Context: an optimization exercise on an open-source flow, tuned for a short achievable clock period and few clock cycles per item. The choices shown serve that exercise and are no tape-out recipe. The RTL was checked by simulation tests, not by an equivalence proof against the original design. Power and IR drop assume default switching activity.

**design/flow/design.v**
```verilog
`default_nettype none
package cpu_pkg;
    localparam int XLEN = 32;
    typedef logic [XLEN-1:0] word_t;
    typedef logic [4:0]      reg_addr_t;
    typedef enum logic [6:0] {
        OPC_OP     = 7'b0110011,
        OPC_OP_IMM = 7'b0010011,
        OPC_LOAD   = 7'b0000011,
        OPC_STORE  = 7'b0100011,
        OPC_BRANCH = 7'b1100011,
        OPC_JAL    = 7'b1101111
    } opcode_e;
    typedef enum logic [2:0] {
        ALU_ADD,
        ALU_SUB,
        ALU_AND,
        ALU_OR,
        ALU_XOR,
        ALU_SLT,
        ALU_PASS_LINK                
    } alu_op_e;
    typedef struct packed {
        logic      reg_write;        
        logic      mem_read;
        logic      mem_write;
        logic      is_branch;
        logic      branch_ne;        
        logic      is_jal;
        logic      use_imm;          
        alu_op_e   alu;
        reg_addr_t rd;
    } ctrl_t;
    localparam word_t NOP_INSTR = 32'h0000_0013;    
endpackage
`default_nettype wire
`timescale 1ns/10ps
`default_nettype none
module fetch_stage #(
    parameter cpu_pkg::word_t RESET_PC = '0
) (
    input  logic           clk,
    input  logic           reset,
    input  logic           fetch_hold,
    input  logic           redirect,
    input  cpu_pkg::word_t redirect_target,
    input  cpu_pkg::word_t imem_data,
    output cpu_pkg::word_t imem_addr,
    output cpu_pkg::word_t if_pc,
    output cpu_pkg::word_t if_instr
);
    cpu_pkg::word_t pc;
    cpu_pkg::word_t pc_next;
    always_comb begin
        if (redirect) begin
            pc_next = redirect_target;       
        end else if (fetch_hold) begin
            pc_next = pc;
        end else begin
            pc_next = pc + 32'd4;
        end
    end
    always_ff @(posedge clk or posedge reset) begin
        if (reset) begin
            pc <= RESET_PC;
        end else begin
            pc <= pc_next;
        end
    end
    assign imem_addr = pc;               
    always_ff @(posedge clk or posedge reset) begin
        if (reset) begin
            if_pc    <= RESET_PC;
            if_instr <= cpu_pkg::NOP_INSTR;
        end else if (redirect) begin
            if_instr <= cpu_pkg::NOP_INSTR;       
        end else if (!fetch_hold) begin
            if_pc    <= pc;
            if_instr <= imem_data;
        end
    end
endmodule
`default_nettype wire
`timescale 1ns/10ps
`default_nettype none
module register_file (
    input  logic               clk,
    input  logic               reset,
    input  cpu_pkg::reg_addr_t rs1,
    input  cpu_pkg::reg_addr_t rs2,
    output cpu_pkg::word_t     rs1_data,
    output cpu_pkg::word_t     rs2_data,
    input  logic               fwd_wb_write,
    input  cpu_pkg::reg_addr_t fwd_wb_rd,
    input  cpu_pkg::word_t     fwd_wb_value
);
    cpu_pkg::word_t regs [1:31];                  
    always_ff @(posedge clk) begin
        if (fwd_wb_write && fwd_wb_rd != '0) begin
            regs[fwd_wb_rd] <= fwd_wb_value;
        end
    end
    assign rs1_data = (rs1 == '0) ? '0 :
                      (fwd_wb_write && fwd_wb_rd == rs1) ? fwd_wb_value : regs[rs1];
    assign rs2_data = (rs2 == '0) ? '0 :
                      (fwd_wb_write && fwd_wb_rd == rs2) ? fwd_wb_value : regs[rs2];
endmodule
`default_nettype wire
`timescale 1ns/10ps
`default_nettype none
module decode_stage (
    input  logic               clk,
    input  logic               reset,
    input  cpu_pkg::word_t     if_pc,
    input  cpu_pkg::word_t     if_instr,
    input  logic               mem_busy,
    input  logic               redirect,
    output logic               fetch_hold,
    output cpu_pkg::ctrl_t     ex_ctrl,
    output cpu_pkg::word_t     ex_pc,
    output cpu_pkg::reg_addr_t ex_rs1,
    output cpu_pkg::reg_addr_t ex_rs2,
    output cpu_pkg::word_t     ex_rs1_data,
    output cpu_pkg::word_t     ex_rs2_data,
    output cpu_pkg::word_t     ex_imm,
    input  cpu_pkg::reg_addr_t fwd_m_rd,
    input  logic               fwd_m_write,
    input  cpu_pkg::word_t     fwd_m_value,
    input  logic               fwd_m_is_load,
    input  cpu_pkg::reg_addr_t fwd_wb_rd,
    input  logic               fwd_wb_write,
    input  cpu_pkg::word_t     fwd_wb_value
);
    cpu_pkg::opcode_e    opcode;
    logic [2:0] funct3;
    cpu_pkg::reg_addr_t  rs1;
    cpu_pkg::reg_addr_t  rs2;
    cpu_pkg::ctrl_t      ctrl;
    cpu_pkg::word_t      imm;
    logic       uses_rs1;
    logic       uses_rs2;
    cpu_pkg::word_t      rs1_data;
    cpu_pkg::word_t      rs2_data;
    logic       load_use_stall;
    assign opcode = cpu_pkg::opcode_e'(if_instr[6:0]);
    assign funct3 = if_instr[14:12];
    assign rs1    = if_instr[19:15];
    assign rs2    = if_instr[24:20];
    always_comb begin
        ctrl     = '0;
        imm      = '0;
        uses_rs1 = 1'b0;
        uses_rs2 = 1'b0;
        case (opcode)
            cpu_pkg::OPC_OP: begin
                ctrl.reg_write = 1'b1;
                uses_rs1       = 1'b1;
                uses_rs2       = 1'b1;
                case (funct3)
                    3'b000:  ctrl.alu = if_instr[30] ? cpu_pkg::ALU_SUB : cpu_pkg::ALU_ADD;
                    3'b010:  ctrl.alu = cpu_pkg::ALU_SLT;
                    3'b100:  ctrl.alu = cpu_pkg::ALU_XOR;
                    3'b110:  ctrl.alu = cpu_pkg::ALU_OR;
                    3'b111:  ctrl.alu = cpu_pkg::ALU_AND;
                    default: ctrl.reg_write = 1'b0;         
                endcase
            end
            cpu_pkg::OPC_OP_IMM: begin
                ctrl.reg_write = (funct3 == 3'b000);       
                ctrl.use_imm   = 1'b1;
                uses_rs1       = 1'b1;
                imm            = {{20{if_instr[31]}}, if_instr[31:20]};
            end
            cpu_pkg::OPC_LOAD: begin
                ctrl.reg_write = 1'b1;
                ctrl.mem_read  = 1'b1;
                ctrl.use_imm   = 1'b1;
                uses_rs1       = 1'b1;
                imm            = {{20{if_instr[31]}}, if_instr[31:20]};
            end
            cpu_pkg::OPC_STORE: begin
                ctrl.mem_write = 1'b1;
                ctrl.use_imm   = 1'b1;
                uses_rs1       = 1'b1;
                uses_rs2       = 1'b1;
                imm            = {{20{if_instr[31]}}, if_instr[31:25], if_instr[11:7]};
            end
            cpu_pkg::OPC_BRANCH: begin
                ctrl.is_branch = 1'b1;
                ctrl.branch_ne = funct3[0];
                uses_rs1       = 1'b1;
                uses_rs2       = 1'b1;
                imm            = {{19{if_instr[31]}}, if_instr[31], if_instr[7],
                                  if_instr[30:25], if_instr[11:8], 1'b0};
            end
            cpu_pkg::OPC_JAL: begin
                ctrl.reg_write = 1'b1;
                ctrl.is_jal    = 1'b1;
                ctrl.alu       = cpu_pkg::ALU_PASS_LINK;
                imm            = {{11{if_instr[31]}}, if_instr[31], if_instr[19:12],
                                  if_instr[20], if_instr[30:21], 1'b0};
            end
            default: ctrl = '0;                            
        endcase
        ctrl.rd = if_instr[11:7];
        if (ctrl.rd == '0) begin
            ctrl.reg_write = 1'b0;
        end
    end
    register_file u_regs (
        .clk      (clk),
        .reset    (reset),
        .rs1      (rs1),
        .rs2      (rs2),
        .rs1_data (rs1_data),
        .rs2_data (rs2_data),
        .fwd_wb_write (fwd_wb_write),
        .fwd_wb_rd    (fwd_wb_rd),
        .fwd_wb_value (fwd_wb_value)
    );
    assign load_use_stall = ex_ctrl.mem_read && ex_ctrl.reg_write &&
                            ((uses_rs1 && rs1 == ex_ctrl.rd) ||
                             (uses_rs2 && rs2 == ex_ctrl.rd));
    assign fetch_hold     = load_use_stall || mem_busy;
    always_ff @(posedge clk or posedge reset) begin
        if (reset) begin
            ex_ctrl <= '0;
        end else if (!mem_busy) begin
            if (redirect || load_use_stall) begin
                ex_ctrl <= '0;                             
            end else begin
                ex_ctrl <= ctrl;
            end
        end
    end
    always_ff @(posedge clk) begin
        if (!mem_busy) begin
            ex_pc       <= if_pc;
            ex_rs1      <= uses_rs1 ? rs1 : '0;            
            ex_rs2      <= uses_rs2 ? rs2 : '0;
            ex_rs1_data <= rs1_data;
            ex_rs2_data <= rs2_data;
            ex_imm      <= imm;
        end
    end
endmodule
`default_nettype wire
`timescale 1ns/10ps
`default_nettype none
module execute_stage (
    input  logic               clk,
    input  logic               reset,
    input  cpu_pkg::ctrl_t     ex_ctrl,
    input  cpu_pkg::word_t     ex_pc,
    input  cpu_pkg::reg_addr_t ex_rs1,
    input  cpu_pkg::reg_addr_t ex_rs2,
    input  cpu_pkg::word_t     ex_rs1_data,
    input  cpu_pkg::word_t     ex_rs2_data,
    input  cpu_pkg::word_t     ex_imm,
    input  logic               mem_busy,
    output logic               redirect,
    output cpu_pkg::word_t     redirect_target,
    output cpu_pkg::ctrl_t     mem_ctrl,
    output cpu_pkg::word_t     mem_result,
    output cpu_pkg::word_t     mem_store_data,
    input  cpu_pkg::reg_addr_t fwd_m_rd,
    input  logic               fwd_m_write,
    input  cpu_pkg::word_t     fwd_m_value,
    input  logic               fwd_m_is_load,
    input  cpu_pkg::reg_addr_t fwd_wb_rd,
    input  logic               fwd_wb_write,
    input  cpu_pkg::word_t     fwd_wb_value
);
    logic  m_fwd_ok;
    logic  a_from_mem;
    logic  a_from_wb;
    logic  b_from_mem;
    logic  b_from_wb;
    cpu_pkg::word_t op_a;
    cpu_pkg::word_t rs2_val;
    cpu_pkg::word_t op_b;
    cpu_pkg::word_t alu_result;
    logic  branch_taken;
    assign m_fwd_ok   = fwd_m_write && !fwd_m_is_load;
    assign a_from_mem = m_fwd_ok && (fwd_m_rd == ex_rs1);
    assign a_from_wb  = fwd_wb_write && (fwd_wb_rd == ex_rs1);
    assign b_from_mem = m_fwd_ok && (fwd_m_rd == ex_rs2);
    assign b_from_wb  = fwd_wb_write && (fwd_wb_rd == ex_rs2);
    assign op_a    = a_from_mem ? fwd_m_value :
                     a_from_wb  ? fwd_wb_value : ex_rs1_data;
    assign rs2_val = b_from_mem ? fwd_m_value :
                     b_from_wb  ? fwd_wb_value : ex_rs2_data;
    assign op_b    = ex_ctrl.use_imm ? ex_imm : rs2_val;
    always_comb begin
        case (ex_ctrl.alu)
            cpu_pkg::ALU_ADD:       alu_result = op_a + op_b;
            cpu_pkg::ALU_SUB:       alu_result = op_a - op_b;
            cpu_pkg::ALU_AND:       alu_result = op_a & op_b;
            cpu_pkg::ALU_OR:        alu_result = op_a | op_b;
            cpu_pkg::ALU_XOR:       alu_result = op_a ^ op_b;
            cpu_pkg::ALU_SLT:       alu_result = {{(cpu_pkg::XLEN-1){1'b0}}, $signed(op_a) < $signed(op_b)};
            cpu_pkg::ALU_PASS_LINK: alu_result = ex_pc + 32'd4;      
            default:       alu_result = op_a + op_b;
        endcase
    end
    assign branch_taken    = ex_ctrl.is_branch && ((op_a == rs2_val) != ex_ctrl.branch_ne);
    assign redirect        = (branch_taken || ex_ctrl.is_jal) && !mem_busy;
    assign redirect_target = ex_pc + ex_imm;
    always_ff @(posedge clk or posedge reset) begin
        if (reset) begin
            mem_ctrl <= '0;
        end else if (!mem_busy) begin
            mem_ctrl <= ex_ctrl;
        end
    end
    always_ff @(posedge clk) begin
        if (!mem_busy) begin
            mem_result     <= alu_result;        
            mem_store_data <= rs2_val;
        end
    end
endmodule
`default_nettype wire
`timescale 1ns/10ps
`default_nettype none
module memory_stage (
    input  logic           clk,
    input  logic           reset,
    input  cpu_pkg::ctrl_t mem_ctrl,
    input  cpu_pkg::word_t mem_result,
    input  cpu_pkg::word_t mem_store_data,
    input  logic           dmem_ready,
    input  cpu_pkg::word_t dmem_rdata,
    output logic           dmem_valid,
    output logic           dmem_write,
    output cpu_pkg::word_t dmem_addr,
    output cpu_pkg::word_t dmem_wdata,
    output logic           mem_busy,
    output cpu_pkg::reg_addr_t fwd_m_rd,
    output logic           fwd_m_write,
    output cpu_pkg::word_t fwd_m_value,
    output logic           fwd_m_is_load,
    output cpu_pkg::reg_addr_t fwd_wb_rd,
    output logic           fwd_wb_write,
    output cpu_pkg::word_t fwd_wb_value
);
    cpu_pkg::word_t wb_data;
    assign dmem_valid = mem_ctrl.mem_read || mem_ctrl.mem_write;
    assign dmem_write = mem_ctrl.mem_write;
    assign dmem_addr  = mem_result;
    assign dmem_wdata = mem_store_data;
    assign mem_busy   = dmem_valid && !dmem_ready;
    assign fwd_m_rd      = mem_ctrl.rd;
    assign fwd_m_write   = mem_ctrl.reg_write;
    assign fwd_m_value   = mem_result;
    assign fwd_m_is_load = mem_ctrl.mem_read;
    assign wb_data = mem_ctrl.mem_read ? dmem_rdata : mem_result;    
    always_ff @(posedge clk or posedge reset) begin
        if (reset) begin
            fwd_wb_write <= 1'b0;
        end else if (!mem_busy) begin
            fwd_wb_write <= mem_ctrl.reg_write;
        end
    end
    always_ff @(posedge clk) begin
        if (!mem_busy) begin
            fwd_wb_rd    <= mem_ctrl.rd;
            fwd_wb_value <= wb_data;
        end
    end
endmodule
`default_nettype wire
`timescale 1ns/10ps
`default_nettype none
module cpu #(
    parameter cpu_pkg::word_t RESET_PC = '0
) (
    input  logic           clk,
    input  logic           reset,
    output cpu_pkg::word_t imem_addr,
    input  cpu_pkg::word_t imem_data,
    output logic           dmem_valid,
    output logic           dmem_write,
    output cpu_pkg::word_t dmem_addr,
    output cpu_pkg::word_t dmem_wdata,
    input  logic           dmem_ready,
    input  cpu_pkg::word_t dmem_rdata
);
    cpu_pkg::word_t     if_pc;
    cpu_pkg::word_t     if_instr;
    logic      fetch_hold;
    logic      redirect;
    cpu_pkg::word_t     redirect_target;
    logic      mem_busy;
    cpu_pkg::ctrl_t     ex_ctrl;
    cpu_pkg::word_t     ex_pc;
    cpu_pkg::reg_addr_t ex_rs1;
    cpu_pkg::reg_addr_t ex_rs2;
    cpu_pkg::word_t     ex_rs1_data;
    cpu_pkg::word_t     ex_rs2_data;
    cpu_pkg::word_t     ex_imm;
    cpu_pkg::ctrl_t     mem_ctrl;
    cpu_pkg::word_t     mem_result;
    cpu_pkg::word_t     mem_store_data;
    cpu_pkg::reg_addr_t fwd_m_rd;
    logic      fwd_m_write;
    cpu_pkg::word_t     fwd_m_value;
    logic      fwd_m_is_load;
    cpu_pkg::reg_addr_t fwd_wb_rd;
    logic      fwd_wb_write;
    cpu_pkg::word_t     fwd_wb_value;
    fetch_stage #(
        .RESET_PC (RESET_PC)
    ) u_fetch (
        .clk,
        .reset,
        .fetch_hold,
        .redirect,
        .redirect_target,
        .imem_data,
        .imem_addr,
        .if_pc,
        .if_instr
    );
    decode_stage u_decode (
        .clk,
        .reset,
        .if_pc,
        .if_instr,
        .mem_busy,
        .redirect,
        .fetch_hold,
        .ex_ctrl,
        .ex_pc,
        .ex_rs1,
        .ex_rs2,
        .ex_rs1_data,
        .ex_rs2_data,
        .ex_imm,
        .fwd_m_rd, .fwd_m_write, .fwd_m_value, .fwd_m_is_load,
        .fwd_wb_rd, .fwd_wb_write, .fwd_wb_value
    );
    execute_stage u_execute (
        .clk,
        .reset,
        .ex_ctrl,
        .ex_pc,
        .ex_rs1,
        .ex_rs2,
        .ex_rs1_data,
        .ex_rs2_data,
        .ex_imm,
        .mem_busy,
        .redirect,
        .redirect_target,
        .mem_ctrl,
        .mem_result,
        .mem_store_data,
        .fwd_m_rd, .fwd_m_write, .fwd_m_value, .fwd_m_is_load,
        .fwd_wb_rd, .fwd_wb_write, .fwd_wb_value
    );
    memory_stage u_memory (
        .clk,
        .reset,
        .mem_ctrl,
        .mem_result,
        .mem_store_data,
        .dmem_ready,
        .dmem_rdata,
        .dmem_valid,
        .dmem_write,
        .dmem_addr,
        .dmem_wdata,
        .mem_busy,
        .fwd_m_rd, .fwd_m_write, .fwd_m_value, .fwd_m_is_load,
        .fwd_wb_rd, .fwd_wb_write, .fwd_wb_value
    );
endmodule
`default_nettype wire
```
**design/flow/run.sh**
```bash
#!/bin/bash
# synth_recipe.tcl (not shown) runs the flow's synth.tcl, then flattens the netlist and writes it again
# the make line also repeats each setting of config.mk as NAME=value (left out here)
make -C /OpenROAD-flow-scripts/flow DESIGN_CONFIG=/design/flow/config.mk WORK_HOME=/design/flow/orfs CLKGATE_MAP_FILE= SYNTH_SCRIPT=/design/flow/synth_recipe.tcl finish
```
**design/flow/config.mk**
```make
export PLATFORM = sky130hd
export DESIGN_NAME = cpu
export DESIGN_NICKNAME = cpu
export VERILOG_FILES = /design/flow/design.v
export SDC_FILE = /design/flow/constraint.sdc
export NUM_CORES = 4
export LEC_CHECK = 0
export CAP_MARGIN = 20
export CORE_MARGIN = 2
export CORE_UTILIZATION = 40
export PLACE_DENSITY = 0.6
export SLEW_MARGIN = 20
```
**design/flow/constraint.sdc**
```tcl
create_clock -name core_clock -period 7.0 [get_ports {clk}]
set_input_delay 1.4000 -clock core_clock [delete_from_list [all_inputs] [get_ports {clk}]]
set_output_delay 1.4000 -clock core_clock [all_outputs]
set_load 0.01 [all_outputs]
```
==> notes.md <==
die extent in y: 420 µm
# Post-CTS Setup Buffers: 0
total number of vias: 43929
Die Footprint: 176000 µm²
pins over their slew limit: 0
number of CTS-inserted buffers: 147
filler-free cell count of the finished design: 7135
Fin Clk Skew: 34.6 ps
via count of the first global-routing pass: 43384
routed wire length: 216000 µm
netlist area before placement: 69100 µm²
count of routing violations after the opening detailed-route iteration: 4734
Initial DRT Pass Iterations: 6
part of the Yosys area used for sequential elements: 57.4%
power density over the cells: 304 nW/µm²
Critical R2R Capture: u_execute.mem_result[28]
width of the die: 420 µm
CP startpoint kind: flip-flop
TNS Setup: 0 ps
Resized cells post-CTS: 0
Ys Warns: 5
number of cells produced by synthesis: 4587
top fanout value on the critical path: 12
run status: complete, no violations
area of the multi-input gates: 27900 µm²
R2R setup slack: 950 ps
portion of synthesized cell area occupied by the leading cell type: 53.0%
maximum level of the CTS H-tree: 4
max-slew headroom at the worst pin: 23.7%
CTS clock-pin slew for the worst setup and hold paths: 60 ps
clock tree from TritonCTS: built
pin count of the biggest net entering global routing: 121
endpoints failing setup: 0
Post-synth ARST share: 8.96%
min Tclk post-route: 6050 ps
fraction of final layout cells sized beyond drive strength 1: 20.7%
predominant post-synthesis flop cell: sky130_fd_sc_hd__edfxtp_1
arrival time of data at the critical path endpoint: 6620 ps
total of buffers placed on input and output ports: 164
cell chosen for the clock root: sky130_fd_sc_hd__clkbuf_16
total count of hold-check failures in the final report: 0
overall overflow remaining after global route: 0
area of all sequential standard cells: 39700 µm²
number of buffers added to fix hold violations after cts: 0
Mapped Avg Cell Area: 15.1 µm²
area of the placeable core: 172000 µm²
CP Class: reg -> reg
peak clock frequency supported by timing: 165 MHz
worst-skew pair later-pin latency: 820 ps
most frequent cell after synthesis: sky130_fd_sc_hd__edfxtp_1
Critical Path End Type: flip-flop
reported max-cap violation count: 0
Worst Hold Endpoint: u_decode.ex_pc[27]
first-pass GRT wire length: 309000 µm
total number of clock tree sinks: 1340
average detailed-routed wire length per instance: 30.2 µm
relative area change from synthesis to final layout: 14.1%
number of synthesized flops with an enable pin: 1220
ANT nets after route: 0
net count of the mapped netlist: 4786
initial core utilization: 40.3%
number of cells in the design after placement: 6851
ranking of synthesized cells by instance count: 1220 x sky130_fd_sc_hd__edfxtp_1, 505 x sky130_fd_sc_hd__mux4_2, 331 x sky130_fd_sc_hd__nor2_1
worst flop-to-flop path startpoint: u_memory.fwd_wb_rd[3]
post-synthesis cell type with the largest combined area: sky130_fd_sc_hd__edfxtp_1
Critical Path RT: 7570 ps
Top-Level Pins: 165
leading cell types by total area after synthesis: sky130_fd_sc_hd__edfxtp_1 53%, sky130_fd_sc_hd__mux4_2 16%, sky130_fd_sc_hd__dfrtp_1 4.2%, sky130_fd_sc_hd__mux2i_1 3.7%, sky130_fd_sc_hd__ha_1 2.3%
DR vias/cell: 6.16
IR Drop Worst-Case VDD: 0.301 mV
half-perimeter wire length of the detailed placement result: 135000 µm
count of unresolved DRC violations after routing: 0
floorplan row count: 152
Hold Worst Slack: 441 ps
number of stages on the worst hold path: 0
unrepaired setup endpoints after global routing: false
transition time of the tightest slew-check pin: 1140 ps
Final period util: 86.4%
total leakage power: 27.2 nW
CTS max path bufs: 3
worst-case reg-to-reg path depth: 19
net count reported at finish: 4901
Routability Congestion: 0.910
hold crit path type: reg -> reg
Overall Power: 24.0 mW
antenna violations before repair: 2
Worst Hold Launch: u_fetch.if_pc[27]
overall track demand over capacity in global routing: 24.3%
final-layout fill cell count: 14810
number of distinct standard cells referenced by the synthesized netlist: 79
min setup slack post-route: 949 ps
final antenna diode count: 0
Synth Register Bits: 1340
setup slack after placement: 1130 ps
critical path, cell delays in order, from the launching register on:
cell                       delay (ps)
sky130_fd_sc_hd__edfxtp_1         580
sky130_fd_sc_hd__xor2_1           220
sky130_fd_sc_hd__nor4_1           270
sky130_fd_sc_hd__and3_2           410
sky130_fd_sc_hd__mux2i_1          420
sky130_fd_sc_hd__a21oi_1          170
sky130_fd_sc_hd__mux2_2           320
sky130_fd_sc_hd__ha_1             210
sky130_fd_sc_hd__inv_1            110
sky130_fd_sc_hd__fa_1             220
sky130_fd_sc_hd__nor2b_1           50
sky130_fd_sc_hd__o21ai_0          240
sky130_fd_sc_hd__a21oi_1          120
sky130_fd_sc_hd__o21ai_0          380
sky130_fd_sc_hd__a21oi_1          190
sky130_fd_sc_hd__o31ai_1          790
sky130_fd_sc_hd__a211oi_1         230
sky130_fd_sc_hd__nor3_1           370
sky130_fd_sc_hd__nor2_1           110
sky130_fd_sc_hd__o41ai_1          420
kinds of logic (layout without fill, tap and decap cells):
logic type / Yosys count / count (layout) / share of synthesized area [%]
simple gates: 729 / 729 / 4.78
mux: 853 / 853 / 21.7
flops: 1340 / 1340 / 57.4
buf+inv: 462 / 700 / 2.63
compound gates: 911 / 911 / 9.09
fa+ha+maj: 132 / 132 / 2.42
xor+xnor: 160 / 160 / 2.03
placed cells by master (no fill, tap or decap), types with 105 or more instances in the layout:
master | netlist | layout
sky130_fd_sc_hd__ha_1 | 129 | 129
sky130_fd_sc_hd__mux2i_1 | 254 | 254
sky130_fd_sc_hd__clkbuf_16 | 0 | 153
sky130_fd_sc_hd__inv_1 | 134 | 133
sky130_fd_sc_hd__dfrtp_1 | 117 | 105
sky130_fd_sc_hd__mux4_2 | 505 | 505
sky130_fd_sc_hd__edfxtp_1 | 1220 | 1220
sky130_fd_sc_hd__a211oi_1 | 110 | 110
sky130_fd_sc_hd__nor2_1 | 331 | 296
sky130_fd_sc_hd__a21oi_1 | 239 | 239
sky130_fd_sc_hd__clkdlybuf4s50_1 | 0 | 164
sky130_fd_sc_hd__nand2_1 | 168 | 167
final cells by class:
cell class	instances	share of cell area [%]
inverter	137	0.665
tap	2310	3.66
clock buffer	183	5.02
clock inverter	89	1.26
timing repair buffer	291	3.65
multi-input combinational	2785	35.4
sequential	1340	50.3
flip-flops by register name (all words and copies together) (netlist names):
register                  count
u_fetch.if_pc                32
u_memory.fwd_wb_write         1
u_decode.ex_rs1               5
u_decode.ex_rs2               5
u_execute.mem_store_data     32
u_fetch.pc                   32
u_execute.mem_ctrl            8
u_decode.ex_rs2_data         32
u_decode.ex_imm              21
u_memory.fwd_wb_rd            5
u_decode.ex_rs1_data         32
u_execute.mem_result         32
u_memory.fwd_wb_value        32
u_decode.u_regs.regs        992
u_decode.ex_ctrl             15
u_fetch.if_instr             32
u_decode.ex_pc               32
where the power goes:
part / switching (mW) / internal (mW) / total [mW]
Clock: 3.31 / 4.70 / 8.02
Combinational: 2.88 / 1.97 / 4.85
Sequential: 0.958 / 10.2 / 11.1
Total: 7.15 / 16.9 / 24.0
how the worst max path moves through the flow:
stage | from | to | slack, ps | cells past startpoint
floorplan | dmem_ready | u_fetch.if_instr[10] | 1660 | 8
global placement | u_memory.fwd_wb_rd[3] | u_execute.mem_result[31] | 1210 | 19
detailed placement | u_memory.fwd_wb_rd[3] | u_execute.mem_result[31] | 1130 | 19
CTS | u_decode.ex_rs2[0] | u_execute.mem_result[31] | 1120 | 19
global route | u_memory.fwd_wb_rd[3] | u_execute.mem_result[31] | 540 | 19
finish | u_memory.fwd_wb_rd[3] | u_execute.mem_result[28] | 950 | 19
per-stage QoR:
stage,util (%),area (µm²)
finish,46.0,78900
global route,46.0,78900
CTS,45.9,78700
detailed placement,43.0,73700
global placement,42.9,73600
floorplan,-,69100
per-layer routing:
layer  share of wire, %  track usage, %  up-vias
met3                7.5            3.93      427
met1                 39            31.8    22753
met4                4.9            11.6        0
li1                   -               -    18749
met5                  0               0        -
met2                 48            39.5     2000
Testbench counts, summed over its fixed seeds: cycles 30,286, instructions 21,723.

[re-timing with driven ports]
The flow's constraints put no driver on any port. The routed layout listed below was extracted and timed again, unchanged, in two steps. Step 1, drivers: a clkbuf_16 drives clk and a buf_2 each remaining input, both assumed. Step 2 moves the port delays by t, midway between the first and last clock arrival at a register: inputs arrive t later, outputs are due t later. That takes back most of the time a late clock gives input paths. a / b / c = ideal / step 1 / step 2; a / b = the first two.
t, ns: 0.878
slack for setup (ns): 0.949 / 0.949 / 0.949
worst register clock-pin slew, ns: 0.07 / 0.07
worst data-port slew with drivers (ns): 0.05
cell pins on the clock port's net: 1
After both steps setup and hold are still met in this run. For this run, drivers alone change the setup slack by 0.000 ns; drivers and shift together by 0.000 ns.
